Context: an optimization exercise on an open-source flow, tuned for small area, a short achievable clock period and few clock cycles per item. The choices shown serve that exercise and are no tape-out recipe.
RTL that was checked went through simulation tests only; none was proved equivalent to the original.
Function not checked in run 1: the RTL went through the layout flow alone.
Power and IR drop assume default switching activity.

File: flow/run.sh
#!/bin/bash
# synth_recipe.tcl (not shown) runs the flow's synth.tcl, then flattens the netlist and writes it again
# the make line also repeats each setting of config.mk as NAME=value (left out here)
make -C /OpenROAD-flow-scripts/flow DESIGN_CONFIG=/design/flow/config.mk WORK_HOME=/design/flow/orfs CLKGATE_MAP_FILE= SYNTH_SCRIPT=/design/flow/synth_recipe.tcl finish
File: flow/config.mk
export PLATFORM = sky130hd
export DESIGN_NAME = int_float_compare_bitmask_packer
export DESIGN_NICKNAME = int_float_compare_bitmask_packer
export VERILOG_FILES = /design/flow/design.v
export SDC_FILE = /design/flow/constraint.sdc
export NUM_CORES = 4
export LEC_CHECK = 0
export CAP_MARGIN = 20
export CORE_MARGIN = 2
export CORE_UTILIZATION = 40
export SLEW_MARGIN = 20
File: flow/constraint.sdc
create_clock -name core_clock -period 13.0 [get_ports {clock}]
set_input_delay 2.6000 -clock core_clock [delete_from_list [all_inputs] [get_ports {clock}]]
set_output_delay 2.6000 -clock core_clock [all_outputs]
set_load 0.01 [all_outputs]
File: flow/design.v
package ifcb_pkg;
   localparam logic [1:0] OP_EQ = 2'd0;
   localparam logic [1:0] OP_LT = 2'd1;
   localparam logic [1:0] OP_GT = 2'd2;
   localparam logic [1:0] REG_WIDTH = 2'd0;
   localparam logic [1:0] REG_ORDER = 2'd1;
   localparam logic [1:0] REG_OP    = 2'd2;
   localparam logic [1:0] W8  = 2'd0;
   localparam logic [1:0] W16 = 2'd1;
   localparam logic [1:0] W32 = 2'd2;
   localparam logic [1:0] W64 = 2'd3;
   localparam int ALEV = 1;
   typedef struct packed {
      logic [1:0] width_code;
      logic       int_on_left;
      logic [1:0] op;
   } cfg_type;
   typedef struct packed {
      logic        sf;      
      logic        fnan;    
      logic        fzero;   
      logic        fsml;    
      logic        fone;    
      logic        fbig;    
      logic        e53;     
      logic [3:0]  k;       
      logic        mzero;   
      logic        m0;      
   } fcls_type;
   typedef struct packed {
      logic [63:0] x;       
      logic [64:0] v;       
      logic [5:0]  sa;      
      logic        st;      
      fcls_type    c;
   } sa_type;
   typedef struct packed {
      logic        s;       
      logic        xzero;   
      logic        xone;    
      logic        fz;      
      logic        c11;     
      logic        gh;      
      logic        ph;      
      logic        p11;     
      logic        zall;    
      logic        oall;    
      logic        lz;      
      logic        winp;    
      logic        winn;    
      fcls_type    c;
   } sb_type;
endpackage
module ifcb_step_a (
   input  logic [63:0]     int_elem,
   input  logic [63:0]     float_bits,
   input  logic [1:0]      width_code,
   output ifcb_pkg::sa_type o
);
   logic [10:0] ef;
   logic [51:0] m;
   always_comb begin
      unique case (width_code)
         ifcb_pkg::W8:  o.x = {{56{int_elem[7]}}, int_elem[7:0]};
         ifcb_pkg::W16: o.x = {{48{int_elem[15]}}, int_elem[15:0]};
         ifcb_pkg::W32: o.x = {{32{int_elem[31]}}, int_elem[31:0]};
         default:       o.x = int_elem;
      endcase
      ef         = float_bits[62:52];
      m          = float_bits[51:0];
      o.c.sf     = float_bits[63];
      o.c.mzero  = (m == 52'd0);
      o.c.m0     = m[0];
      o.c.fnan   = (ef == 11'h7ff) && !o.c.mzero;
      o.c.fzero  = (ef == 11'd0) && o.c.mzero;
      o.c.fsml   = !ef[10];
      o.c.fone   = (ef == 11'd1023);
      o.c.fbig   = (ef >= 11'd1087);
      o.c.e53    = (ef >= 11'd1076);
      o.c.k      = 4'(ef - 11'd1076);
      o.sa = ~ef[5:0];
      o.v  = {1'b1, m, 12'd0};
      o.st = 1'b0;
      for (int l = 5; l > 5 - ifcb_pkg::ALEV; l--) begin
         if (o.sa[l]) begin
            o.st = o.st | (|(o.v & ((65'd1 << (1 << l)) - 65'd1)));
            o.v  = o.v >> (1 << l);
         end
      end
   end
endmodule
module ifcb_step_b (
   input  ifcb_pkg::sa_type i,
   output ifcb_pkg::sb_type o
);
   logic [64:0] v;
   logic        st;
   logic        s;
   logic [63:0] g;
   logic [63:0] y;
   logic [63:0] pp;
   logic [63:0] gg;
   logic [11:0] c;
   logic [10:0] lg;
   logic [10:0] lp;
   logic [63:0] tg;
   logic [63:0] tp;
   logic [63:12] tz;
   logic [63:12] to;
   logic [10:0] rl;
   logic [10:0] nl;
   logic [3:0]  jp;
   logic [3:0]  jn;
   function automatic logic below(logic [10:0] val, logic [3:0] j);
      below = ((val >> j) == 11'd0);
   endfunction
   always_comb begin
      v  = i.v;
      st = i.st;
      for (int l = 5 - ifcb_pkg::ALEV; l >= 0; l--) begin
         if (i.sa[l]) begin
            st = st | (|(v & ((65'd1 << (1 << l)) - 65'd1)));
            v  = v >> (1 << l);
         end
      end
      g       = v[63:0];
      o.fz    = st;
      o.c     = i.c;
      s       = i.x[63];
      o.s     = s;
      o.xzero = (i.x == 64'd0);
      o.xone  = (i.x == 64'd1) || (i.x == '1);
      y       = g ^ {64{!s}};
      pp      = i.x ^ y;
      gg      = i.x & y;
      lg    = gg[10:0];
      lp    = pp[10:0];
      lg[0] = gg[0] | (pp[0] & !s);
      for (int lv = 0; lv < 4; lv++) begin
         for (int b = 0; b < 11; b++) begin
            if (((b >> lv) & 1) == 1) begin
               int src;
               src = ((b >> lv) << lv) - 1;
               lg[b] = lg[b] | (lp[b] & lg[src]);
               lp[b] = lp[b] & lp[src];
            end
         end
      end
      c[0] = !s;
      for (int b = 0; b < 11; b++)
         c[b+1] = lg[b];
      rl    = pp[10:0] ^ c[10:0];
      o.c11 = c[11];
      for (int b = 0; b < 64; b++) begin
         tg[b] = (b >= 11 && b < 64) ? gg[b] : 1'b0;
         tp[b] = (b >= 11 && b < 64) ? pp[b] : 1'b1;
      end
      for (int w = 1; w < 64; w = w * 2) begin
         for (int b = 0; b < 64; b += 2 * w) begin
            tg[b] = tg[b + w] | (tp[b + w] & tg[b]);
            tp[b] = tp[b + w] & tp[b];
         end
      end
      o.gh = tg[0];
      o.ph = tp[0];
      o.p11 = pp[11];
      for (int b = 12; b < 64; b++) begin
         tz[b] = (pp[b] == (gg[b-1] | pp[b-1]));
         to[b] = (pp[b] != gg[b-1]);
      end
      o.zall = (&tz[63:12]) && (gg[63] | pp[63]);
      o.oall = (&to[63:12]) && !gg[63];
      o.lz = (rl == 11'd0);
      nl     = ~rl;
      jp     = (s && i.c.mzero) ? i.c.k - 4'd1 : i.c.k;
      o.winp = o.lz || (!(s && i.c.mzero && i.c.k == 4'd0)
                        && (below(rl, jp) || (rl == (11'd1 << jp) && !i.c.m0)));
      jn     = (!s && i.c.mzero) ? i.c.k - 4'd1 : i.c.k;
      o.winn = !(!s && i.c.mzero && i.c.k == 4'd0)
               && below(nl, jn) && !(nl == ((11'd1 << jn) - 11'd1) && i.c.m0);
   end
endmodule
module ifcb_step_c (
   input  ifcb_pkg::sb_type i,
   input  logic            int_on_left,
   input  logic [1:0]      op,
   output logic            hit
);
   logic rneg;
   logic hz;
   logic ho;
   logic rz;
   logic qneg;
   logic eqwin;
   logic cl, ce, cg;
   logic lt, eq, gt;
   always_comb begin
      rneg  = !(i.gh | (i.ph & i.c11));
      hz    = i.zall && (i.p11 == i.c11);
      ho    = i.oall && (i.p11 != i.c11);
      rz    = hz && i.lz;
      qneg  = (rneg ^ i.s) && !rz;
      eqwin = (hz && i.winp) || (ho && i.winn);
      cl = 1'b0;
      ce = 1'b0;
      cg = 1'b0;
      if (i.c.fbig)
         cl = 1'b1;
      else if (i.c.fsml) begin
         if (i.c.fone) begin
            if (i.xzero) cl = 1'b1;
            else if (i.xone) begin
               if (i.c.mzero) ce = 1'b1;
               else cl = 1'b1;
            end else cg = 1'b1;
         end else begin
            if (!i.xzero) cg = 1'b1;
            else if (i.c.fzero) ce = 1'b1;
            else cl = 1'b1;
         end
      end else if (!i.c.e53) begin
         if (rz) begin
            if (i.fz) cl = 1'b1;
            else ce = 1'b1;
         end else if (qneg) cl = 1'b1;
         else cg = 1'b1;
      end else begin
         if (eqwin) ce = 1'b1;
         else if (qneg) cl = 1'b1;
         else cg = 1'b1;
      end
      if (i.xzero && i.c.fzero) begin
         lt = 1'b0; eq = 1'b1; gt = 1'b0;
      end else if (i.s != i.c.sf) begin
         lt = i.s; eq = 1'b0; gt = !i.s;
      end else if (!i.s) begin
         lt = cl; eq = ce; gt = cg;
      end else begin
         lt = cg; eq = ce; gt = cl;
      end
      if (i.c.fnan)
         hit = 1'b0;
      else begin
         unique case (op)
            ifcb_pkg::OP_EQ: hit = eq;
            ifcb_pkg::OP_LT: hit = int_on_left ? lt : gt;
            default:         hit = int_on_left ? gt : lt;
         endcase
      end
   end
endmodule
module ifcb_pack #(
   parameter int QD = 3           
) (
   input  logic        clock,
   input  logic        reset,
   input  logic        in_valid,    
   input  logic        in_hit,
   input  logic        in_last,
   output logic [1:0]  queued,      
   output logic        absorb,      
   output logic        out_valid,
   input  logic        out_ready,
   output logic [63:0] out_word,
   output logic [6:0]  out_count,
   output logic        out_final
);
   logic [QD-1:0] qh_ff, qh_in;
   logic [QD-1:0] ql_ff, ql_in;
   logic [1:0]    qc_ff, qc_in;
   logic [63:0]   word_ff, word_in;
   logic [6:0]    cnt_ff, cnt_in;
   logic          ov_ff, ov_in;
   logic          fin_ff, fin_in;
   logic          qe;
   logic          src_valid;
   logic          src_hit;
   logic          src_last;
   logic          can;
   logic          start;
   logic          close;
   int            n;
   always_comb begin
      qe        = (qc_ff == 2'd0);
      src_valid = !qe || in_valid;
      src_hit   = qe ? in_hit : qh_ff[0];
      src_last  = qe ? in_last : ql_ff[0];
      can       = !ov_ff || out_ready;
      absorb    = src_valid && can;
      start     = ov_ff || (cnt_ff == 7'd0);
      close     = src_last || (!start && cnt_ff == 7'd63);
      n = int'(qc_ff) + int'(in_valid) - int'(absorb);
      qc_in = 2'(n);
      qh_in = qh_ff;
      ql_in = ql_ff;
      for (int j = 0; j < QD; j++) begin
         if (absorb) begin
            if (j + 1 < int'(qc_ff)) begin
               qh_in[j] = qh_ff[j+1];
               ql_in[j] = ql_ff[j+1];
            end else if (j + 1 == int'(qc_ff)) begin
               qh_in[j] = in_hit;
               ql_in[j] = in_last;
            end
         end else if (j == int'(qc_ff)) begin
            qh_in[j] = in_hit;
            ql_in[j] = in_last;
         end
      end
      word_in = word_ff;
      cnt_in  = cnt_ff;
      ov_in   = ov_ff && !out_ready;
      fin_in  = fin_ff;
      if (absorb) begin
         if (start) begin
            word_in    = '0;
            word_in[0] = src_hit;
            cnt_in     = 7'd1;
         end else begin
            word_in[cnt_ff[5:0]] = src_hit;
            cnt_in = cnt_ff + 7'd1;
         end
         ov_in  = close;
         fin_in = src_last;
      end else if (ov_ff && out_ready) begin
         cnt_in = 7'd0;
      end
   end
   always_ff @(posedge clock) begin
      if (reset) begin
         qc_ff  <= 2'd0;
         cnt_ff <= 7'd0;
         ov_ff  <= 1'b0;
      end else begin
         qc_ff  <= qc_in;
         cnt_ff <= cnt_in;
         ov_ff  <= ov_in;
      end
      qh_ff   <= qh_in;
      ql_ff   <= ql_in;
      word_ff <= word_in;
      fin_ff  <= fin_in;
   end
   assign queued    = qc_ff;
   assign out_valid = ov_ff;
   assign out_word  = word_ff;
   assign out_count = cnt_ff;
   assign out_final = fin_ff;
endmodule
module int_float_compare_bitmask_packer (
   input  logic        clock,
   input  logic        reset,
   input  logic        req_valid,
   output logic        req_ready,
   input  logic [63:0] req_int_elem,
   input  logic [63:0] req_float_bits,
   input  logic        req_last_item,
   output logic        rsp_valid,
   input  logic        rsp_ready,
   output logic [63:0] rsp_mask_word,
   output logic [6:0]  rsp_valid_bits,
   output logic        rsp_final_word,
   input  logic        csr_valid,
   output logic        csr_ready,
   input  logic [1:0]  csr_index,
   input  logic [63:0] csr_data
);
   ifcb_pkg::cfg_type cfg_ff, cfg_in;
   ifcb_pkg::sa_type  sa_d, sa_ff;
   ifcb_pkg::sb_type  sb_d, sb_ff;
   logic              va_ff, va_in;
   logic              vb_ff;
   logic              la_ff;
   logic              lb_ff;
   logic              rdy_ff, rdy_in;
   logic              hit;
   logic [1:0]        queued_ff;
   logic [1:0]        owed;
   logic              absorb;
   assign csr_ready = 1'b1;
   always_comb begin
      cfg_in = cfg_ff;
      if (csr_valid) begin
         unique case (csr_index)
            ifcb_pkg::REG_WIDTH: cfg_in.width_code  = csr_data[1:0];
            ifcb_pkg::REG_ORDER: cfg_in.int_on_left = csr_data[0];
            ifcb_pkg::REG_OP:    cfg_in.op          = csr_data[1:0];
            default:   cfg_in = cfg_ff;
         endcase
      end
   end
   ifcb_step_a u_a (
      .int_elem   (req_int_elem),
      .float_bits (req_float_bits),
      .width_code (cfg_ff.width_code),
      .o          (sa_d)
   );
   ifcb_step_b u_b (
      .i (sa_ff),
      .o (sb_d)
   );
   assign req_ready = rdy_ff;
   assign va_in     = req_valid && rdy_ff;
   assign owed      = 2'(3'(queued_ff) + 3'(va_ff) + 3'(vb_ff));
   assign rdy_in    = !(((owed == 2'd3) || ((owed == 2'd2) && va_in)) && !absorb);
   always_ff @(posedge clock) begin
      if (reset) begin
         cfg_ff.width_code  <= ifcb_pkg::W64;
         cfg_ff.int_on_left <= 1'b1;
         cfg_ff.op          <= ifcb_pkg::OP_EQ;
         va_ff  <= 1'b0;
         vb_ff  <= 1'b0;
         rdy_ff <= 1'b1;
      end else begin
         cfg_ff <= cfg_in;
         va_ff  <= va_in;
         vb_ff  <= va_ff;
         rdy_ff <= rdy_in;
      end
      sa_ff <= sa_d;
      la_ff <= req_last_item;
      sb_ff <= sb_d;
      lb_ff <= la_ff;
   end
   ifcb_step_c u_c (
      .i           (sb_ff),
      .int_on_left (cfg_ff.int_on_left),
      .op          (cfg_ff.op),
      .hit         (hit)
   );
   ifcb_pack #(.QD(3)) u_pack (
      .clock     (clock),
      .reset     (reset),
      .in_valid  (vb_ff),
      .in_hit    (hit),
      .in_last   (lb_ff),
      .queued    (queued_ff),
      .absorb    (absorb),
      .out_valid (rsp_valid),
      .out_ready (rsp_ready),
      .out_word  (rsp_mask_word),
      .out_count (rsp_valid_bits),
      .out_final (rsp_final_word)
   );
endmodule
==> results of run 1 <==
==> report_power, final <==
group	leakage, uW	internal [uW]	switching [uW]	total (uW)
combinational	0.00636	714	978	1690
clock	0.000466	454	347	802
sequential	0.00229	1040	148	1190
total	0.00911	2210	1470	3680
==> cell usage after synthesis, types with 25 or more instances <==
master	n	area, um^2
nor4_1	70	438
clkbuf_1	90	338
mux2i_1	136	1360
o211ai_1	60	450
nand4_1	42	263
nor3_1	25	125
nor2_1	149	559
fa_1	30	601
o31ai_1	38	285
o21ai_0	138	691
and2_1	37	231
edfxtp_1	71	2130
a21o_1	53	398
nor2b_1	27	169
a21oi_1	93	465
xnor2_1	172	1510
nand2_1	184	691
dfxtp_1	188	3760
nand3_1	36	180
inv_1	130	488
ha_1	128	1600
mux2_2	61	687
==> registers in the layout, indices dropped and copies added (netlist names), 2 cells and up <==
signal / flops
u_pack.word_ff: 64
u_pack.ql_ff: 3
cfg_ff: 5
u_pack.cnt_ff: 7
u_pack.qh_ff: 3
sa_ff: 147
u_pack.qc_ff: 2
sb_ff: 21
==> worst paths after layout <==
kind	from	to	slack [ns]	cells past startpoint
max	sa_ff[17]	sb_ff[13]	6.16	16
min	sa_ff[11]	sb_ff[11]	0.33	0
max reg2reg	sa_ff[17]	sb_ff[13]	6.16	16
min reg2reg	sa_ff[11]	sb_ff[11]	0.33	0
==> area by class of cell <==
| class | count | area [um^2] |
|---|---|---|
| flip-flops and latches | 259 | 5900 |
| repair buffers | 228 | 2240 |
| inverters | 135 | 507 |
| clock inverters | 13 | 88.8 |
| multi-input cells | 1682 | 12500 |
| diodes | 2 | 5.00 |
| well taps | 615 | 769 |
| clock buffers | 41 | 843 |
| fillers | 4678 | 25100 |
==> metal layers <==
layer	wire [um]	vias to the layer above	GRT usage (%)
met1	27500	7975	32.4
met2	29300	513	39.8
met5	62	-	0
li1	-	8138	-
met4	2110	10	7.82
met3	3800	111	3.85
==> worst register-to-register path, cell delays in order (launching register included) <==
cell      delay [ns]
dfxtp_2         0.31
buf_4           0.50
clkinv_1        0.97
mux4_2          0.60
mux4_2          0.56
mux2_2          0.31
fa_1            0.43
a211o_1         0.35
a21oi_1         0.28
nor2_1          0.12
fa_1            0.42
xor2_1          0.60
o21a_1          0.21
nor2_1          0.05
or4_1           0.54
a311o_1         0.32
a21oi_1         0.18
==> stage by stage <==
step           cells  utilization, %
2_1_floorplan   2205               -
3_3_place_gp    2919            45.8
3_5_place_dp    2919            45.8
4_1_cts         2973            47.7
5_1_grt         2973            47.7
6_report        2975            47.7
==> cells by family after synthesis <==
family / after synthesis / share of synthesized area (%)
and+or+nand+nor: 640 / 16.4
AOI/OAI and AO/OA: 477 / 15.6
buffers and inverters: 264 / 5.51
DFF: 259 / 30.3
muxes: 210 / 12.0
xor gates and xnor gates: 196 / 8.89
adders and majority gates: 158 / 11.3
other: 1 / 0.0193
==> results.cfg, run 1 <==
[outcome]
outcome = finished clean

[timing]
slew_violations = 0
finalCriticalPeriod_ns = 6.84
slew_headroom_pct = 32.0
setup_violations = 0
setup_slack_ns = 6.16
holdWs_ns = 0.327
finClkSkew_ns = 0.0174
worst_pin_slew_ns = 1.01
rsz0062_at_grt = no
hold_viol_final = 0
post-route-period-util_pct = 52.6
fin_setup_tns_ns = 0
fmax_mhz = 146

[yosys]
synth-edff-count = 71
syn_area_um2 = 19500
synth_nets = 2563
synth-main-ff-cell = dfxtp_1
synth-seq-cells = 259
synth_cell_types = 83
async_reset_ff_share_pct = 0
synth.avg_cell_area_um2 = 8.83
syn_inst = 2205
ys_seq_area_share_pct = 30.3
ys_warn_count = 7

[route]
vias_per_cell = 5.63
drt_iter0_drc = 1237
drt_pass1_iterations = 5
drt-wirelength-per-cell_um = 21.1
vias = 16747
drc = 0
detail-route-antenna-nets = 0
routed_wl_mm = 62.7

[floorplan]
dieArea_um2 = 50500
start_util_pct = 40.6
core-area_um2 = 47900
chipWidth_um = 225
rows = 80
io_pins = 275
die_h_um = 225

[layout]
final_layout_size_suffix_gt1_share_pct = 7.04
syn_to_final_growth_pct = 17.5
mostFrequentLayoutCells = clkdlybuf4s50_1 (210), nand2_1 (184), dfxtp_1 (183)
nNetsFinal = 2693
design_area_um2 = 22900
final_common_cell = clkdlybuf4s50_1

[cts]
cts-resized-gates = 0
hold_buffers = 0
clkSlewWorstSetupHoldPaths_ns = 0.06
cts-buffers-inserted = 29
cts_tree = yes
cts_setup_buffers = 0
cts_buffer_depth = 3
clkSinkCount = 259
root_buffer = clkbuf_16
clk-insertion-delay-late_ns = 0.58
htree_levels = 1

[place]
dpl_cell_area_um2 = 21900
portBuffers = 211
place_ws_ns = 6.28
hpwlAfterDp_mm = 49.4
finalWeightedCongestion = 0.974

[hold_path]
hold_path_class = reg -> reg

[pwr]
total_leakage_power_uw = 0.00911
ir_worst_vdd_uv = 98.0
powerDensity_nw_per_um2 = 161
p_total_uw = 3680

[global_route]
track_usage_pct = 24.2
grt_pass1_wl_mm = 94.7
antenna_found_initial = 7
grt_pass1_vias = 16074
grt_overflow_total = 0
grt_max_degree = 73

[critical_path]
cp-end-kind = flop
critPathMaxStageDelay_ns = 0.95
path_delay_family = multiplexers
path_max_fanout = 62
slowest_stage = clkinv_1
cp_cell_sequence = buf_4 -> clkinv_1 -> mux4_2 -> mux4_2 -> mux2_2 -> fa_1 -> a211o_1 -> a21oi_1 -> nor2_1 -> fa_1 -> xor2_1 -> o21a_1 -> nor2_1 -> or4_1 -> a311o_1 -> a21oi_1
startpoint_type = flop
worstPathArrival_ns = 7.32
path_class = reg -> reg
crit_buf_inv = 2
worstPathRequired_ns = 13.48

[run]
maxCapViolations = 0
==> inputs of run 2 (changes only) <==
--- a/flow/design.v
+++ b/flow/design.v
@@ -28,7 +28,8 @@
       logic        m0;      
    } fcls_type;
    typedef struct packed {
-      logic [63:0] x;       
+      logic        s;       
+      logic [63:0] xs;      
       logic [64:0] v;       
       logic [5:0]  sa;      
       logic        st;      
@@ -59,13 +60,16 @@
 );
    logic [10:0] ef;
    logic [51:0] m;
+   logic [63:0] x;
    always_comb begin
       unique case (width_code)
-         ifcb_pkg::W8:  o.x = {{56{int_elem[7]}}, int_elem[7:0]};
-         ifcb_pkg::W16: o.x = {{48{int_elem[15]}}, int_elem[15:0]};
-         ifcb_pkg::W32: o.x = {{32{int_elem[31]}}, int_elem[31:0]};
-         default:       o.x = int_elem;
+         ifcb_pkg::W8:  x = {{56{int_elem[7]}}, int_elem[7:0]};
+         ifcb_pkg::W16: x = {{48{int_elem[15]}}, int_elem[15:0]};
+         ifcb_pkg::W32: x = {{32{int_elem[31]}}, int_elem[31:0]};
+         default:       x = int_elem;
       endcase
+      o.s        = x[63];
+      o.xs       = x ^ {64{!x[63]}};
       ef         = float_bits[62:52];
       m          = float_bits[51:0];
       o.c.sf     = float_bits[63];
@@ -97,7 +101,6 @@
    logic        st;
    logic        s;
    logic [63:0] g;
-   logic [63:0] y;
    logic [63:0] pp;
    logic [63:0] gg;
    logic [11:0] c;
@@ -110,7 +113,6 @@
    logic [10:0] rl;
    logic [10:0] nl;
    logic [3:0]  jp;
-   logic [3:0]  jn;
    function automatic logic below(logic [10:0] val, logic [3:0] j);
       below = ((val >> j) == 11'd0);
    endfunction
@@ -126,13 +128,12 @@
       g       = v[63:0];
       o.fz    = st;
       o.c     = i.c;
-      s       = i.x[63];
+      s       = i.s;
       o.s     = s;
-      o.xzero = (i.x == 64'd0);
-      o.xone  = (i.x == 64'd1) || (i.x == '1);
-      y       = g ^ {64{!s}};
-      pp      = i.x ^ y;
-      gg      = i.x & y;
+      o.xzero = !s && (&i.xs);
+      o.xone  = (&i.xs[63:1]) && (s == i.xs[0]);
+      pp      = g ^ i.xs;
+      gg      = g & i.xs;
       lg    = gg[10:0];
       lp    = pp[10:0];
       lg[0] = gg[0] | (pp[0] & !s);
@@ -172,12 +173,10 @@
       o.oall = (&to[63:12]) && !gg[63];
       o.lz = (rl == 11'd0);
       nl     = ~rl;
-      jp     = (s && i.c.mzero) ? i.c.k - 4'd1 : i.c.k;
-      o.winp = o.lz || (!(s && i.c.mzero && i.c.k == 4'd0)
+      jp     = i.c.mzero ? i.c.k - 4'd1 : i.c.k;
+      o.winp = o.lz || (!(i.c.mzero && i.c.k == 4'd0)
                         && (below(rl, jp) || (rl == (11'd1 << jp) && !i.c.m0)));
-      jn     = (!s && i.c.mzero) ? i.c.k - 4'd1 : i.c.k;
-      o.winn = !(!s && i.c.mzero && i.c.k == 4'd0)
-               && below(nl, jn) && !(nl == ((11'd1 << jn) - 11'd1) && i.c.m0);
+      o.winn = below(nl, i.c.k) && !(nl == ((11'd1 << i.c.k) - 11'd1) && i.c.m0);
    end
 endmodule
 module ifcb_step_c (
@@ -199,7 +198,7 @@
       hz    = i.zall && (i.p11 == i.c11);
       ho    = i.oall && (i.p11 != i.c11);
       rz    = hz && i.lz;
-      qneg  = (rneg ^ i.s) && !rz;
+      qneg  = !rneg && !rz;
       eqwin = (hz && i.winp) || (ho && i.winn);
       cl = 1'b0;
       ce = 1'b0;
==> flow/flow/run.sh (new file) <==
#!/bin/bash
set -euo pipefail
bash standard.sh SETUP_SLACK_MARGIN=8.5 finish > standard.log 2>&1
==> flow/standard.sh (new file) <==
#!/bin/bash
# synth_recipe.tcl (not shown) runs the flow's synth.tcl, then flattens the netlist and writes it again
# the make line also repeats each setting of config.mk as NAME=value (left out here)
make -C /OpenROAD-flow-scripts/flow DESIGN_CONFIG=/design/flow/config.mk WORK_HOME=/design/flow/orfs CLKGATE_MAP_FILE= SYNTH_SCRIPT=/design/flow/synth_recipe.tcl "${@:-finish}"
removed: flow/run.sh
==> results.cfg, run 2 <==
[outcome]
outcome = finished clean

[cts]
root_buffer = clkbuf_16
clkSinkCount = 259
clkSlewWorstSetupHoldPaths_ns = 0.06
htree_levels = 1
cts_tree = yes
cts_buffer_depth = 3
clk-insertion-delay-late_ns = 0.59
cts-buffers-inserted = 30

[timing]
fmax_mhz = 207
finClkSkew_ns = 0.0115
slew_headroom_pct = 31.9
worst_pin_slew_ns = 1.02
post-route-period-util_pct = 37.2
fin_setup_tns_ns = 0
setup_violations = 0
holdWs_ns = 0.327
rsz0062_at_grt = yes
hold_viol_final = 0
finalCriticalPeriod_ns = 4.84
slew_violations = 0

[yosys]
synthTopCellsByCount = nand2_1 (293), nor2_1 (219), dfxtp_1 (188)
synth-seq-cells = 259
synthTopCellsByArea = dfxtp_1 (19%), edfxtp_1 (11%), ha_1 (8.4%)
synth-edff-count = 71
syn_inst = 2231
synth_top_area_cell = dfxtp_1
synth-main-ff-cell = dfxtp_1
synth_xor_area_share_pct = 7.57
ys_seq_area_share_pct = 30.5
synth.avg_cell_area_um2 = 8.65
yosysTopAreaCellShare_pct = 19.5
syn_area_um2 = 19300
synth-compound-area-share_pct = 14.7
synth_adder_area_share_pct = 11.6
yosys.area_share.simple_pct = 20.2
synth_nets = 2592
synth_top_family_by_area = simple AND/OR/NAND/NOR gates
synth_cell_types = 86
ys_warn_count = 7
async_reset_ff_share_pct = 0
synth_mux_area_share_pct = 10.1
synth.most_common_cell = nand2_1

[route]
routed_wl_mm = 62.6
vias_per_cell = 5.67
drt-wirelength-per-cell_um = 20.6
vias = 17236
drt_iter0_drc = 1450
drc = 0
drt_pass1_iterations = 5
detail-route-antenna-nets = 0

[critical_path]
path_max_fanout = 10
slowest_stage = fa_2
cp_cell_sequence = buf_12 -> mux4_2 -> mux2i_2 -> and2_1 -> o21ai_1 -> nand2_2 -> fa_2 -> fa_2 -> nor2b_4 -> o21a_1 -> nor2_1 -> fa_2 -> xor2_4 -> nor3_2 -> o21ai_2 -> a2111oi_4 -> buf_4 -> a211oi_1 -> o22ai_2 -> buf_4 -> a311oi_2 -> a2111oi_4
startpoint_type = flop
path_delay_family = compound AO/OA/AOI/OAI gates
path_class = reg -> reg
worstPathArrival_ns = 5.31
critPathMaxStageDelay_ns = 0.40
crit_buf_inv = 3
cp-end-kind = flop
crit_top_cell = fa_2
worstPathRequired_ns = 13.47

[layout]
final_common_cell = nand2_1
final_layout_size_suffix_gt1_share_pct = 11.5
top_register = sa_ff
mostFrequentLayoutCells = nand2_1 (289), nor2_1 (213), clkdlybuf4s50_1 (209)
largest_reg_flops = 147
seq_area_um2 = 5910
fill_cells = 4542
nNetsFinal = 2761
multi_input_area_um2 = 12900
syn_to_final_growth_pct = 24.2
fin_util_pct = 50.3
reg_top3 = sa_ff: 147 flops, u_pack.word_ff: 64 flops, sb_ff: 21 flops

[hold_path]
hold_path_class = reg -> reg

[global_route]
grtUsageMet3_pct = 3.19
grt_pass1_wl_mm = 96.2
track_usage_pct = 24.6
use_met1_pct = 31.5
busiest_layer = met2
use_met2_pct = 41.7
antenna_found_initial = 6
grt_max_degree = 83
grt_overflow_total = 0
grt_pass1_vias = 16792

[floorplan]
dieArea_um2 = 50000
die_h_um = 224
chipWidth_um = 224
start_util_pct = 40.5
core-area_um2 = 47600
io_pins = 275
rows = 80

[place]
portBuffers = 211
hpwlAfterDp_mm = 47.2
finalWeightedCongestion = 0.953

[pwr]
powerDensity_nw_per_um2 = 160
total_leakage_power_uw = 0.00965
p_total_uw = 3830
ir_worst_vdd_uv = 116

[run]
maxCapViolations = 0
[run 2: logic make-up (layout without fill, tap and decap cells)]
family                   count (synthesis)  in the layout
buffers and inverters                  260            452
XOR/XNOR                               166            166
AND/OR/NAND/NOR                        818            818
flip-flops                             259            259
other                                    1              5
adder cells (fa/ha/maj)                161            161
AO/OA/AOI/OAI                          418            418
multiplexers                           148            148
[run 2: routing by layer]
| layer | up-vias | share of wire (%) |
|---|---|---|
| met3 | 129 | 5.7 |
| met4 | 2 | 4.5 |
| met2 | 636 | 48 |
| met1 | 8225 | 42 |
| li1 | 8244 | - |
| met5 | - | 0.019 |
[run 2: worst register-to-register path: cells and delay by family (launching register included)]
family / cells / cell delay (ns)
AOI/OAI and AO/OA: 8 / 1.52
xor gates and xnor gates: 1 / 0.17
adders and majority gates: 3 / 1.17
buffers and inverters: 3 / 0.47
DFF: 1 / 0.35
muxes: 2 / 0.44
and+or+nand+nor: 5 / 0.58
[run 2: repair_timing]
action,4_1_cts,5_1_grt
hold buffers,0,0
buffers inserted,25,10
gates resized for setup,63,37
endpoints found under the setup margin,44,8
endpoints found under the hold margin,0,0
pin swaps,25,18
gates cloned,7,0
[run 2: cell type report]
cell class / instances / share of cell area, %
antenna: 4 / 0.0418
clock buffer: 39 / 3.81
clock inverter: 16 / 0.642
inverter: 129 / 2.10
multi-input combinational: 1712 / 53.7
sequential: 259 / 24.7
tap: 615 / 3.21
timing repair buffer: 268 / 11.9
[run 2: final timing paths]
path	from	endpoint	slack, ns	cells past startpoint
min reg2reg	sa_ff[8]	sb_ff[8]	0.33	0
min	sa_ff[8]	sb_ff[8]	0.33	0
max	sa_ff[17]	sb_ff[13]	8.16	22
max reg2reg	sa_ff[17]	sb_ff[13]	8.16	22
[run 2: where the power goes]
| group | internal (uW) | switching [uW] |
|---|---|---|
| logic | 766 | 970 |
| registers | 1050 | 160 |
| clock network | 520 | 364 |
| total | 2340 | 1490 |
[run 2: through the flow]
stage               std cells  worst slack, ns  area, um^2
floorplan                2231             8.11       19500
global placement         2941             6.86       21900
detailed placement       2941             6.88       21900
CTS                      3028             8.12       23700
global route             3042             8.01       24000
finish                   3042             8.16       24000
Testbench counts of run 2, summed over its fixed seeds: cycles 16,396, items 16,012.
==> inputs of run 3 (changes only) <==
==> flow/flow/run.sh (replaced) <==
#!/bin/bash
set -euo pipefail
bash standard.sh SETUP_SLACK_MARGIN=8.5 ADDER_MAP_FILE= finish > standard.log 2>&1
==> results.cfg, run 3 <==
[place]
finalWeightedCongestion = 0.980
portBuffers = 211
hpwlAfterDp_mm = 48.5
place_ws_ns = 7.19

[route]
drt_pass1_iterations = 5
drc = 0
drt-wirelength-per-cell_um = 21.6
routed_wl_mm = 64.1
drt_iter0_drc = 1587
vias = 17532
detail-route-antenna-nets = 0
vias_per_cell = 5.90

[hold_path]
worstHoldPathCells = 0
holdCritStartpoint = sa_ff[6]
hold-path-endpoint = sb_ff[6]
hold_path_class = reg -> reg

[yosys]
synth_nets = 2408
syn_area_um2 = 18800
syn_inst = 2208
async_reset_ff_share_pct = 0
synthTopCellsByCount = nand2_1 (242), nor2_1 (231), dfxtp_1 (188)
ys_seq_area_share_pct = 31.3
synth-main-ff-cell = dfxtp_1
synth.avg_cell_area_um2 = 8.53
synth.most_common_cell = nand2_1
yosysTopAreaCellShare_pct = 20.0
synthTopCellsByArea = dfxtp_1 (20%), edfxtp_1 (11%), mux4_2 (8.1%)
synth-seq-cells = 259
ys_warn_count = 7
synth_cell_types = 76
synth-edff-count = 71
synth_top_area_cell = dfxtp_1

[floorplan]
die_h_um = 221
start_util_pct = 40.5
rows = 79
dieArea_um2 = 48800
chipWidth_um = 221
io_pins = 275
core-area_um2 = 46600

[timing]
slew_headroom_pct = 33.8
slew_violations = 0
hold_viol_final = 0
setup_violations = 0
rsz0062_at_grt = yes
holdWs_ns = 0.324
finClkSkew_ns = 0.0153
setup_slack_ns = 8.55
post-route-period-util_pct = 34.2
finalCriticalPeriod_ns = 4.45
fin_setup_tns_ns = 0
worst_pin_slew_ns = 0.985
fmax_mhz = 225

[pwr]
clock_power_share_pct = 27.2
ir_worst_vdd_uv = 112
p_comb_share_pct = 39.0
power.internal_uw = 2060
powerDensity_nw_per_um2 = 143
pwr-share-seq_pct = 33.8
p_sw_share_pct = 37.2
total_leakage_power_uw = 0.00841
switching_power_uw = 1220

[layout]
largest_reg_flops = 147
mostFrequentLayoutCells = nand2_1 (241), nor2_1 (230), clkdlybuf4s50_1 (209)
reg_top3 = sa_ff: 147 flops, u_pack.word_ff: 64 flops, sb_ff: 21 flops
nNetsFinal = 2544
syn_to_final_growth_pct = 21.8
top_register = sa_ff
final_layout_size_suffix_gt1_share_pct = 12.3
final_common_cell = nand2_1
fin_util_pct = 49.3

[global_route]
track_usage_pct = 24.9
use_met1_pct = 33.6
grt_overflow_total = 0
grt_max_degree = 73
use_met2_pct = 41.8
grt_pass1_wl_mm = 97.1
grt_pass1_vias = 16461
busiest_layer = met2
antenna_found_initial = 1
grtUsageMet3_pct = 3.07

[cts]
cts-buffers-inserted = 29
clk-insertion-delay-late_ns = 0.60
cts_tree = yes
root_buffer = clkbuf_16
clkSlewWorstSetupHoldPaths_ns = 0.06
cts_buffer_depth = 3
htree_levels = 1
clkSinkCount = 259

[critical_path]
path_max_fanout = 15
worstPathArrival_ns = 1.85
critPathMaxStageDelay_ns = 0.63
worstReg2RegEnd = sb_ff[20]
cp-startpoint = u_pack.cnt_ff[5]
reg2regPathDepth = 14
path_delay_family = buffers and inverters
worstPathRequired_ns = 10.40
worstReg2RegStart = sa_ff[18]
path_class = reg -> out
cp_cell_sequence = clkdlybuf4s50_1
slowest_stage = clkdlybuf4s50_1
r2r_slack_ns = 8.57
startpoint_type = flop
cp-end-kind = primary output
crit_buf_inv = 1

[outcome]
outcome = finished clean

[run]
maxCapViolations = 0
-- run 3: changes by cell type in the layout (fill, tap and decap cells not counted), sizes merged, moves of 48 or more --
cell / before / now
ha: 130 / 0
nor3: 22 / 100
inv: 128 / 56
a21oi: 86 / 140
nand2: 293 / 242
a32o: 48 / 0
-- run 3: cell families after synthesis --
group | share of synthesized area, %
AO/OA/AOI/OAI | 13.9
XOR/XNOR | 7.29
adder cells (fa/ha/maj) | 1.98
buffers and inverters | 4.42
flip-flops | 31.3
multiplexers | 18.4
other | 0.0199
AND/OR/NAND/NOR | 22.6
-- run 3: through the flow --
step	std cells	total power, uW	cell area [um^2]
global route	2974	3440	22900
detailed placement	2909	2320	21300
global placement	2909	2310	21300
floorplan	2208	1870	18800
finish	2974	3290	22900
CTS	2968	3250	22600
-- run 3: worst max-delay path by stage --
stage                         to  cells past startpoint
3_5_place_dp           sb_ff[14]                     14
6_report       rsp_valid_bits[5]                      1
5_1_grt                sb_ff[14]                     14
4_1_cts                sb_ff[14]                     14
2_1_floorplan   u_pack.cnt_ff[2]                      6
3_3_place_gp           sb_ff[14]                     14
-- run 3: power groups by stage --
stage | Sequential (uW) | Clock (uW) | Combinational (uW)
floorplan | 1090 | 0 | 783
global placement | 1120 | 0 | 1190
detailed placement | 1120 | 0 | 1200
CTS | 1110 | 915 | 1220
global route | 1120 | 941 | 1380
finish | 1110 | 895 | 1280
-- run 3: layer usage --
metal  share of wire [%]  up-vias  wire (um)
met1                  44     8439      27900
met3                 6.3      106       4010
li1                    -     8301          -
met5                   0        -          0
met2                  47      686      30400
met4                 2.8        0       1770
-- run 3: layout make-up --
| type | count | area, um^2 |
|---|---|---|
| repair buffers | 243 | 2560 |
| flip-flops and latches | 259 | 5910 |
| inverters | 54 | 203 |
| well taps | 607 | 759 |
| fillers | 4455 | 23600 |
| clock inverters | 12 | 193 |
| clock buffers | 41 | 856 |
| multi-input cells | 1757 | 12500 |
| diodes | 1 | 2.50 |
-- run 3: timing repair --
| action | 4_1_cts | 5_1_grt |
|---|---|---|
| gates resized for setup | 34 | 51 |
| gates cloned | 2 | 4 |
| pin swaps | 1 | 6 |
| hold buffers | 0 | 0 |
| setup buffers | 4 | 1 |
| setup endpoints to repair | 11 | 21 |
==> inputs of run 4 (changes only) <==
--- a/flow/design.v
+++ b/flow/design.v
@@ -9,7 +9,7 @@
    localparam logic [1:0] W16 = 2'd1;
    localparam logic [1:0] W32 = 2'd2;
    localparam logic [1:0] W64 = 2'd3;
-   localparam int ALEV = 1;
+   localparam int ALEV = 2;
    typedef struct packed {
       logic [1:0] width_code;
       logic       int_on_left;
@@ -267,10 +267,14 @@
    logic [QD-1:0] qh_ff, qh_in;
    logic [QD-1:0] ql_ff, ql_in;
    logic [1:0]    qc_ff, qc_in;
-   logic [63:0]   word_ff, word_in;
+   logic [63:0]   word_ff;
+   logic [63:0]   dec;
+   logic [63:0]   wen;
+   logic [63:0]   wd;
    logic [6:0]    cnt_ff, cnt_in;
    logic          ov_ff, ov_in;
-   logic          fin_ff, fin_in;
+   logic          fresh_ff, fresh_in;    
+   logic          fin_ff;
    logic          qe;
    logic          src_valid;
    logic          src_hit;
@@ -286,7 +290,7 @@
       src_last  = qe ? in_last : ql_ff[0];
       can       = !ov_ff || out_ready;
       absorb    = src_valid && can;
-      start     = ov_ff || (cnt_ff == 7'd0);
+      start     = ov_ff || fresh_ff;
       close     = src_last || (!start && cnt_ff == 7'd63);
       n = int'(qc_ff) + int'(in_valid) - int'(absorb);
       qc_in = 2'(n);
@@ -306,39 +310,33 @@
             ql_in[j] = in_last;
          end
       end
-      word_in = word_ff;
-      cnt_in  = cnt_ff;
-      ov_in   = ov_ff && !out_ready;
-      fin_in  = fin_ff;
-      if (absorb) begin
-         if (start) begin
-            word_in    = '0;
-            word_in[0] = src_hit;
-            cnt_in     = 7'd1;
-         end else begin
-            word_in[cnt_ff[5:0]] = src_hit;
-            cnt_in = cnt_ff + 7'd1;
-         end
-         ov_in  = close;
-         fin_in = src_last;
-      end else if (ov_ff && out_ready) begin
-         cnt_in = 7'd0;
+      dec = 64'd1 << cnt_ff[5:0];
+      for (int b = 0; b < 64; b++) begin
+         wen[b] = absorb && (start || dec[b]);
+         wd[b]  = (b == 0) ? src_hit : (src_hit && !start);
       end
+      cnt_in   = start ? 7'd1 : cnt_ff + 7'd1;
+      ov_in    = absorb ? close : (ov_ff && !out_ready);
+      fresh_in = absorb ? 1'b0 : (fresh_ff || (ov_ff && out_ready));
    end
    always_ff @(posedge clock) begin
       if (reset) begin
-         qc_ff  <= 2'd0;
-         cnt_ff <= 7'd0;
-         ov_ff  <= 1'b0;
+         qc_ff    <= 2'd0;
+         ov_ff    <= 1'b0;
+         fresh_ff <= 1'b1;
       end else begin
-         qc_ff  <= qc_in;
+         qc_ff    <= qc_in;
+         ov_ff    <= ov_in;
+         fresh_ff <= fresh_in;
+      end
+      qh_ff <= qh_in;
+      ql_ff <= ql_in;
+      if (absorb) begin
          cnt_ff <= cnt_in;
-         ov_ff  <= ov_in;
+         fin_ff <= src_last;
       end
-      qh_ff   <= qh_in;
-      ql_ff   <= ql_in;
-      word_ff <= word_in;
-      fin_ff  <= fin_in;
+      for (int b = 0; b < 64; b++)
+         if (wen[b]) word_ff[b] <= wd[b];
    end
    assign queued    = qc_ff;
    assign out_valid = ov_ff;
==> flow/flow/run.sh (replaced) <==
#!/bin/bash
set -euo pipefail
bash standard.sh SETUP_SLACK_MARGIN=9.3 ADDER_MAP_FILE= \
   "BUFFER_PORTS_ARGS=-buffer_cell sky130_fd_sc_hd__buf_1" finish > standard.log 2>&1
--- a/flow/config.mk
+++ b/flow/config.mk
@@ -7,5 +7,5 @@
 export LEC_CHECK = 0
 export CAP_MARGIN = 20
 export CORE_MARGIN = 2
-export CORE_UTILIZATION = 40
+export CORE_UTILIZATION = 55
 export SLEW_MARGIN = 20
==> results.cfg, run 4 <==
[floorplan]
chipWidth_um = 185
io_pins = 275
rows = 66
core-area_um2 = 32300
dieArea_um2 = 34100
start_util_pct = 55.5
die_h_um = 185

[timing]
post-route-period-util_pct = 32.5
fin_setup_tns_ns = 0
finClkSkew_ns = 0.0251
finalCriticalPeriod_ns = 4.23
slew_violations = 0
slew_headroom_pct = 42.3
hold_viol_final = 0
worst_pin_slew_ns = 0.864
setup_violations = 0
setup_slack_ns = 8.77
rsz0062_at_grt = yes
holdWs_ns = 0.330
fmax_mhz = 236

[layout]
nNetsFinal = 2490
mostFrequentLayoutCells = nand2_1 (246), dfxtp_1 (176), nor2_1 (164)
top_register = sa_ff
fin_util_pct = 68.2
reg_top3 = sa_ff: 146 flops, u_pack.word_ff: 64 flops, sb_ff: 21 flops
final_common_cell = nand2_1
largest_reg_flops = 146
final_layout_size_suffix_gt1_share_pct = 22.0
syn_to_final_growth_pct = 22.7

[critical_path]
startpoint_type = flop
cp-end-kind = flop
r2r_slack_ns = 8.77
worstPathRequired_ns = 13.47
path_class = reg -> reg
worstReg2RegEnd = sb_ff[14]
reg2regPathDepth = 13
worstPathArrival_ns = 4.70
path_max_fanout = 8
worstReg2RegStart = sa_ff[14]

[global_route]
grt_pass1_wl_mm = 87.6
antenna_found_initial = 2
grt_pass1_vias = 15658
grt_max_degree = 72
track_usage_pct = 33.3
grt_overflow_total = 0

[hold_path]
worstHoldPathCells = 0
holdCritStartpoint = sa_ff[8]
hold_path_class = reg -> reg
hold-path-endpoint = sb_ff[8]

[route]
highest_layer = met5
drt_iter0_drc = 1704
drt_pass1_iterations = 5
drt-wirelength-per-cell_um = 21.1
detail-route-antenna-nets = 0
wl_met1_mm = 25.0
drc = 0
met3_length_mm = 3.72
wl_met2_mm = 27.2
vias_per_cell = 6.07
vias = 16723
routed_wl_mm = 58.1

[yosys]
synth-edff-count = 78
synth-main-ff-cell = dfxtp_1
ys_seq_area_share_pct = 33.3
synth.most_common_cell = nand2_1
synthTopCellsByArea = dfxtp_1 (20%), edfxtp_1 (13%), mux4_2 (7.0%)
syn_area_um2 = 17900
synth.avg_cell_area_um2 = 8.66
synth_top_area_cell = dfxtp_1
synth-seq-cells = 259
yosysTopAreaCellShare_pct = 20.2
ys_warn_count = 7
synthTopCellsByCount = nand2_1 (248), nor2_1 (227), dfxtp_1 (181)
syn_inst = 2070
synth_cell_types = 83
synth_nets = 2270
async_reset_ff_share_pct = 0

[place]
finalWeightedCongestion = 1.00
place_ws_ns = 7.61
portBuffers = 211
hpwlAfterDp_mm = 41.6

[cts]
clk-insertion-delay-late_ns = 0.57
htree_levels = 1
root_buffer = clkbuf_16
clkSlewWorstSetupHoldPaths_ns = 0.06
cts-buffers-inserted = 27
cts_buffer_depth = 3
clkSinkCount = 259
cts_tree = yes

[pwr]
total_leakage_power_uw = 0.00853
p_total_uw = 2910
ir_worst_vdd_uv = 104
powerDensity_nw_per_um2 = 132

[run]
maxCapViolations = 0

[outcome]
outcome = finished clean
-- run 4: changes by cell type after synthesis, sizes merged, moves of 9 or more --
cell	change
nand3	-12
xor2	+26
a22o	+16
mux4	-12
and2	-36
and3	+15
xnor2	+46
nor3	-60
mux2i	-25
o2bb2ai	-10
clkbuf	-9
maj3	-16
nand2b	-23
-- run 4: per-layer routing --
metal,vias to the layer above,track usage (%)
met3,123,4.37
met2,669,54.9
met5,-,0
met1,8016,44.8
met4,2,11.9
li1,7913,-
-- run 4: how the worst max path moves through the flow --
stage,from,end,slack [ns],cells after the start
2_1_floorplan,sa_ff[14],sb_ff[14],8.91,14
5_1_grt,sa_ff[14],sb_ff[13],8.64,16
3_5_place_dp,sa_ff[17],sb_ff[13],7.61,13
3_3_place_gp,sa_ff[17],sb_ff[13],7.70,13
4_1_cts,sa_ff[14],sb_ff[14],8.79,13
6_report,sa_ff[14],sb_ff[14],8.77,13
-- run 4: through the flow --
step | area, um^2 | std cells
3_5_place_dp | 19100 | 2616
2_1_floorplan | 18300 | 2070
5_1_grt | 22000 | 2752
6_report | 22000 | 2753
3_3_place_gp | 19100 | 2616
4_1_cts | 21300 | 2722
-- run 4: where the power goes --
| group | switching (uW) | internal [uW] |
|---|---|---|
| Sequential | 99.4 | 902 |
| Clock | 329 | 425 |
| Combinational | 650 | 500 |
| Total | 1080 | 1830 |
-- run 4: logic make-up (layout without fill, tap and decap cells) --
kind of cell | Yosys count | count (layout) | synth area share (%)
DFF | 259 | 259 | 33.3
other | 1 | 2 | 0.0209
adders and majority gates | 21 | 21 | 1.20
muxes | 210 | 210 | 16.0
buffers and inverters | 175 | 415 | 4.03
xor gates and xnor gates | 225 | 225 | 11.2
and+or+nand+nor | 771 | 771 | 20.0
AOI/OAI and AO/OA | 408 | 408 | 14.2
-- run 4: cell type report --
class / instances / area, um^2
Antenna cell: 1 / 2.50
Clock buffer: 39 / 753
Clock inverter: 10 / 98.8
Fill cell: 2627 / 10300
Inverter: 54 / 210
Multi-Input combinational cell: 1636 / 12300
Sequential cell: 259 / 5980
Tap cell: 442 / 553
Timing Repair Buffer: 312 / 2100
-- run 4: repair_timing --
item / 4_1_cts / 5_1_grt
cloned: 10 / 1
resized for setup: 134 / 131
pin swaps: 31 / 25
hold buffers: 0 / 0
setup endpoints to repair: 205 / 135
hold endpoints to repair: 0 / 0
setup buffers: 47 / 29
-- run 4: critical path, stage by stage (launching register included) --
cell and delay (ns):
dfxtp_4 0.39, buf_6 0.13, mux4_2 0.52, mux4_2 0.49, o21ba_1 0.21, o31a_1 0.31
maj3_2 0.35, o21a_4 0.27, a31oi_4 0.24, maj3_4 0.28, xnor2_4 0.19, nand4_1 0.13
or4_4 0.54, o211ai_1 0.09
Testbench counts of run 4, summed over its fixed seeds: cycles 16,396, items 16,012.
==> inputs of run 5 (changes only) <==
==> flow/flow/run.sh (replaced) <==
#!/bin/bash
set -euo pipefail
bash standard.sh SETUP_SLACK_MARGIN=8.3 ADDER_MAP_FILE= \
   "BUFFER_PORTS_ARGS=-buffer_cell sky130_fd_sc_hd__buf_1" finish > standard.log 2>&1
--- a/flow/config.mk
+++ b/flow/config.mk
@@ -7,5 +7,5 @@
 export LEC_CHECK = 0
 export CAP_MARGIN = 20
 export CORE_MARGIN = 2
-export CORE_UTILIZATION = 55
+export CORE_UTILIZATION = 65
 export SLEW_MARGIN = 20
==> results.cfg, run 5 <==
[outcome]
outcome = finished clean

[layout]
top_register = sa_ff
design_area_um2 = 20300
reg_top3 = sa_ff: 146 flops, u_pack.word_ff: 64 flops, sb_ff: 21 flops
final_common_cell = nand2_1
syn_to_final_growth_pct = 13.1
final_layout_size_suffix_gt1_share_pct = 9.83
mostFrequentLayoutCells = nand2_1 (247), nor2_1 (227), buf_1 (208)
nNetsFinal = 2417
largest_reg_flops = 146

[critical_path]
path_class = reg -> reg
cp_cell_sequence = buf_16 -> mux4_2 -> mux2_2 -> a311o_1 -> o31a_1 -> maj3_2 -> o21a_4 -> a31oi_4 -> buf_4 -> xor2_4 -> mux2i_1 -> a211oi_1 -> o22ai_1 -> a32o_1 -> a21oi_2
startpoint_type = flop
slowest_stage = mux4_2
path_max_fanout = 11
reg2regPathDepth = 15
worstPathArrival_ns = 5.05
worstPathRequired_ns = 13.47
worstReg2RegEnd = sb_ff[13]
r2r_slack_ns = 8.42
critPathMaxStageDelay_ns = 0.53
cp-end-kind = flop
worstReg2RegStart = sa_ff[14]

[floorplan]
rows = 60
chipWidth_um = 170
io_pins = 275
core-area_um2 = 27000
start_util_pct = 66.4
dieArea_um2 = 28900
die_h_um = 170

[hold_path]
hold_path_class = reg -> reg
worstHoldPathCells = 0
holdCritStartpoint = sa_ff[10]
hold-path-endpoint = sb_ff[10]

[route]
drt_iter0_drc = 1690
vias = 16693
routed_wl_mm = 55.4
vias_per_cell = 6.47
detail-route-antenna-nets = 0
drt_pass1_iterations = 6
drt-wirelength-per-cell_um = 21.5
drc = 0

[timing]
worst_pin_slew_ns = 1.09
slew_violations = 0
setup_violations = 0
fmax_mhz = 218
slew_headroom_pct = 27.1
rsz0062_at_grt = no
setup_slack_ns = 8.42
post-route-period-util_pct = 35.3
finClkSkew_ns = 0.0231
finalCriticalPeriod_ns = 4.58
holdWs_ns = 0.326
hold_viol_final = 0
fin_setup_tns_ns = 0

[cts]
htree_levels = 1
clkSinkCount = 259
clkSlewWorstSetupHoldPaths_ns = 0.06
hold_buffers = 0
clk-insertion-delay-late_ns = 0.58
cts_buffer_depth = 3
cts_tree = yes
root_buffer = clkbuf_16
cts-buffers-inserted = 27

[run]
maxCapViolations = 0

[place]
hpwlAfterDp_mm = 40.1
finalWeightedCongestion = 1.08
place_ws_ns = 7.52
portBuffers = 211
dpl_cell_area_um2 = 18800

[yosys]
ys_warn_count = 7
synth-seq-cells = 259
synth_cell_types = 83
yosysTopAreaCellShare_pct = 20.2
synth.avg_cell_area_um2 = 8.66
synthTopCellsByArea = dfxtp_1 (20%), edfxtp_1 (13%), mux4_2 (7.0%)
syn_inst = 2070
syn_area_um2 = 17900
synth-edff-count = 78
async_reset_ff_share_pct = 0
synthTopCellsByCount = nand2_1 (248), nor2_1 (227), dfxtp_1 (181)
synth_nets = 2270
synth-main-ff-cell = dfxtp_1
ys_seq_area_share_pct = 33.3
synth_top_area_cell = dfxtp_1
synth.most_common_cell = nand2_1

[global_route]
grt_max_degree = 83
grt_pass1_vias = 15308
grt_pass1_wl_mm = 82.5
track_usage_pct = 36.5
antenna_found_initial = 4
grt_overflow_total = 0

[pwr]
total_leakage_power_uw = 0.00780
powerDensity_nw_per_um2 = 142
ir_worst_vdd_uv = 114
run 5: kinds of logic after synthesis:
group           after synthesis  share of synthesized area, %
simple gates                771                          20.0
compound gates              408                          14.2
flops                       259                          33.3
xor+xnor                    225                          11.2
mux                         210                          16.0
buf+inv                     175                          4.03
fa+ha+maj                    21                          1.20
other cells                   1                        0.0209
run 5: area by class of cell:
cell class,count,area (um^2)
Clock inverter,16,229
Timing Repair Buffer,239,1220
Multi-Input combinational cell,1636,11400
Tap cell,341,427
Fill cell,1956,6750
Inverter,54,205
Sequential cell,259,5980
Antenna cell,3,7.51
Clock buffer,34,796
run 5: timing repair:
item / 4_1_cts / 5_1_grt
resized for setup: 19 / 30
endpoints found under the setup margin: 7 / 5
setup buffers: 5 / 3
pin swaps: 2 / 6
cloned: 2 / 3
run 5: worst max-delay path, delay by kind of cell, from the launching register on:
| family | cells | cell delay, ns |
|---|---|---|
| flip-flops | 1 | 0.40 |
| buffers and inverters | 2 | 0.33 |
| XOR/XNOR | 1 | 0.23 |
| multiplexers | 3 | 0.96 |
| AO/OA/AOI/OAI | 8 | 2.17 |
| adder cells (fa/ha/maj) | 1 | 0.39 |
run 5: power breakdown:
| part | leakage, uW | internal, uW | switching, uW | total, uW |
|---|---|---|---|---|
| registers | 0.00225 | 902 | 97.0 | 999 |
| clock network | 0.000506 | 521 | 349 | 870 |
| logic | 0.00505 | 419 | 597 | 1020 |
| total | 0.00780 | 1840 | 1040 | 2890 |
run 5: worst max-delay path by stage:
stage,endpoint,cells past startpoint,startpoint
2_1_floorplan,u_pack.word_ff[32],6,rsp_ready
3_3_place_gp,sb_ff[13],14,sa_ff[14]
3_5_place_dp,sb_ff[13],14,sa_ff[14]
5_1_grt,sb_ff[14],14,sa_ff[14]
6_report,sb_ff[13],15,sa_ff[14]
4_1_cts,sb_ff[13],13,sa_ff[17]
run 5: per-stage QoR:
stage	power, uW	cells	utilization [%]
after floorplan	1680	2070	-
final	2890	2582	75.0
after CTS	2810	2573	74.0
after global placement	1910	2515	69.4
after global routing	3000	2579	75.0
after detailed placement	1930	2516	69.6
run 5: routing by layer:
metal  global-route usage, %  share of wire (%)  up-vias
met5                       0              0.049        -
met4                    15.4                5.1        4
met3                    8.23                9.7      178
met2                    59.9                 46      936
met1                    46.6                 40     7794
li1                        -                  -     7781
==> inputs of run 6 (changes only) <==
==> flow/flow/run.sh (replaced) <==
#!/bin/bash
set -euo pipefail
bash standard.sh SETUP_SLACK_MARGIN=8.8 ADDER_MAP_FILE= \
   "BUFFER_PORTS_ARGS=-buffer_cell sky130_fd_sc_hd__buf_1" finish > standard.log 2>&1
--- a/flow/config.mk
+++ b/flow/config.mk
@@ -7,5 +7,5 @@
 export LEC_CHECK = 0
 export CAP_MARGIN = 20
 export CORE_MARGIN = 2
-export CORE_UTILIZATION = 65
+export CORE_UTILIZATION = 55
 export SLEW_MARGIN = 20
==> results.cfg, run 6 <==
[floorplan]
chipWidth_um = 185
die_h_um = 185
io_pins = 275
rows = 66
start_util_pct = 55.5
core-area_um2 = 32300
dieArea_um2 = 34100

[cts]
cts_buffer_depth = 3
clk-insertion-delay-late_ns = 0.56
hold_buffers = 0
clkSinkCount = 259
clkSlewWorstSetupHoldPaths_ns = 0.07
cts_tree = yes
cts-buffers-inserted = 28
htree_levels = 1
root_buffer = clkbuf_16

[yosys]
synth-edff-count = 78
ys_seq_area_share_pct = 33.3
syn_area_um2 = 17900
synth_cell_types = 83
synth.most_common_cell = nand2_1
synth_top_area_cell = dfxtp_1
syn_inst = 2070
synthTopCellsByCount = nand2_1 (248), nor2_1 (227), dfxtp_1 (181)
yosysTopAreaCellShare_pct = 20.2
synth-main-ff-cell = dfxtp_1
synth_nets = 2270
ys_warn_count = 7
async_reset_ff_share_pct = 0
synthTopCellsByArea = dfxtp_1 (20%), edfxtp_1 (13%), mux4_2 (7.0%)
synth-seq-cells = 259
synth.avg_cell_area_um2 = 8.66

[route]
drt_pass1_iterations = 6
vias = 16470
routed_wl_mm = 56.2
drt_iter0_drc = 1614
drc = 0
detail-route-antenna-nets = 0
vias_per_cell = 6.08
drt-wirelength-per-cell_um = 20.7

[layout]
antennaDiodeCount = 0
syn_to_final_growth_pct = 16.4
final_common_cell = nand2_1
fin_util_pct = 64.7
layout.cells.non_filler = 2711
reg_top3 = sa_ff: 146 flops, u_pack.word_ff: 64 flops, sb_ff: 21 flops
final_layout_size_suffix_gt1_share_pct = 12.3
top_register = sa_ff
mostFrequentLayoutCells = nand2_1 (245), nor2_1 (224), buf_1 (208)
largest_reg_flops = 146
nNetsFinal = 2447

[global_route]
antenna_found_initial = 0
grt_pass1_vias = 14995
grt_overflow_total = 0
grt_pass1_wl_mm = 84.4
grt_max_degree = 74
track_usage_pct = 32.0

[critical_path]
worstPathArrival_ns = 4.72
path_class = reg -> reg
worstPathRequired_ns = 13.47
cp-end-kind = flop
startpoint_type = flop
path_max_fanout = 8

[pwr]
ir_worst_vdd_uv = 107
powerDensity_nw_per_um2 = 138
p_sw_share_pct = 36.4
power.internal_uw = 1830
pwr-share-seq_pct = 34.7
switching_power_uw = 1050
clock_power_share_pct = 27.9
p_comb_share_pct = 37.4
total_leakage_power_uw = 0.00803

[hold_path]
hold_path_class = reg -> reg

[timing]
fin_setup_tns_ns = 0
worst_pin_slew_ns = 1.17
rsz0062_at_grt = yes
post-route-period-util_pct = 32.7
finClkSkew_ns = 0.0159
fmax_mhz = 235
setup_violations = 0
slew_violations = 0
finalCriticalPeriod_ns = 4.25
slew_headroom_pct = 22.0
hold_viol_final = 0

[place]
post-place-cells = 2617
hpwlAfterDp_mm = 41.4
finalWeightedCongestion = 1.00
portBuffers = 211

[run]
maxCapViolations = 0

[outcome]
outcome = finished clean
## run 6: cell counts after synthesis
Identical to the previous run, type by type.
## run 6: power groups by stage
| stage | clock network, uW | logic (uW) | registers (uW) |
|---|---|---|---|
| 3_5_place_dp | 0 | 924 | 1010 |
| 4_1_cts | 815 | 1020 | 995 |
| 5_1_grt | 847 | 1160 | 1010 |
| 6_report | 803 | 1080 | 1000 |
| 3_3_place_gp | 0 | 918 | 1010 |
| 2_1_floorplan | 0 | 710 | 971 |
## run 6: stage by stage
stage,cell area [um^2],setup WS (ns),hold WS [ns],total power (uW)
2_1_floorplan,17900,8.85,0.310,1680
4_1_cts,20500,8.75,0.318,2830
3_5_place_dp,18900,7.60,0.313,1940
6_report,20900,8.75,0.316,2880
3_3_place_gp,18900,7.64,0.312,1930
5_1_grt,20900,8.63,0.321,3020
## run 6: logic make-up (layout without fill, tap and decap cells)
| group | after synthesis | after routing | share of synthesized area [%] |
|---|---|---|---|
| AO/OA/AOI/OAI | 408 | 409 | 14.2 |
| XOR/XNOR | 225 | 225 | 11.2 |
| adder cells (fa/ha/maj) | 21 | 21 | 1.20 |
| buffers and inverters | 175 | 373 | 4.03 |
| flip-flops | 259 | 259 | 33.3 |
| multiplexers | 210 | 210 | 16.0 |
| other | 1 | 1 | 0.0209 |
| AND/OR/NAND/NOR | 771 | 771 | 20.0 |
## run 6: area by class of cell
class / count / area [um^2]
tap: 442 / 553
inverter: 54 / 210
fill: 2806 / 11400
sequential: 259 / 5980
clock buffer: 41 / 803
multi-input combinational: 1637 / 11600
clock inverter: 11 / 130
timing repair buffer: 267 / 1570
## run 6: worst paths after layout
| check | slack [ns] | cells after the start | startpoint | end |
|---|---|---|---|---|
| worst max-delay path | 8.75 | 14 | sa_ff[14] | sb_ff[14] |
| worst max register to register | 8.75 | 14 | sa_ff[14] | sb_ff[14] |
| worst min-delay path | 0.32 | 0 | sa_ff[11] | sb_ff[11] |
| worst min register to register | 0.32 | 0 | sa_ff[11] | sb_ff[11] |
## run 6: repair_timing
| action | 4_1_cts | 5_1_grt |
|---|---|---|
| setup endpoints to repair | 40 | 70 |
| hold endpoints to repair | 0 | 0 |
| buffers inserted | 15 | 17 |
| pin swaps | 15 | 15 |
| cloned | 8 | 2 |
| resized for setup | 51 | 46 |
## run 6: critical path, cell delays in order, from the launching register on
cell,delay (ns)
dfxtp_4,0.38
buf_16,0.14
mux4_2,0.52
mux4_2,0.49
o21ba_1,0.19
o31a_1,0.30
maj3_2,0.34
o21a_4,0.28
a31oi_4,0.21
maj3_4,0.28
o21ai_4,0.10
xnor2_4,0.20
buf_4,0.17
or4_4,0.43
o211ai_1,0.12
## run 6: metal layers
layer  part of all wire (%)  vias to the layer above  track usage [%]
met3                    7.3                      112             3.81
li1                       -                     7825                -
met5                      0                        -                0
met4                    3.8                        0             11.6
met1                     43                     7816             43.8
met2                     46                      717             52.1

afterwards: timing with drivers on the ports:
How much do the figures lean on ideal ports? The routed layouts below were timed once more, with nothing changed but the port constraints.
Step 1 sets driving cells, clkbuf_16 on the clock port and buf_2 on the other inputs (assumed; they add their load-dependent delay and slew).
Step 2, shift: input delay + t, output delay - t, t = (earliest + latest rising clock arrival at the registers) / 2. This alone moves slack from input paths to output paths.
a / b / c = ideal / step 1 / step 2; a / b = the first two.
run	shift t [ns]	slack for setup (ns)	latest minus earliest clock arrival (ns)	worst slew at a driven data input, ns
run 1	0.629	6.163 / 6.163 / 6.163	0.017 / 0.018	0.11
run 2	0.643	8.165 / 8.165 / 8.048	0.019 / 0.018	0.09
run 3	0.644	8.549 / 8.494 / 8.123	0.015 / 0.016	0.10
run 4	0.617	8.770 / 8.770 / 8.731	0.025 / 0.025	0.08
run 5	0.617	8.417 / 8.417 / 7.942	0.023 / 0.024	0.09
run 6	0.608	8.750 / 8.750 / 8.278	0.016 / 0.016	0.10
After both steps every run listed still meets setup and hold. For run 5, which loses most, drivers alone change the setup slack by 0.000 ns; drivers and shift together by -0.475 ns.
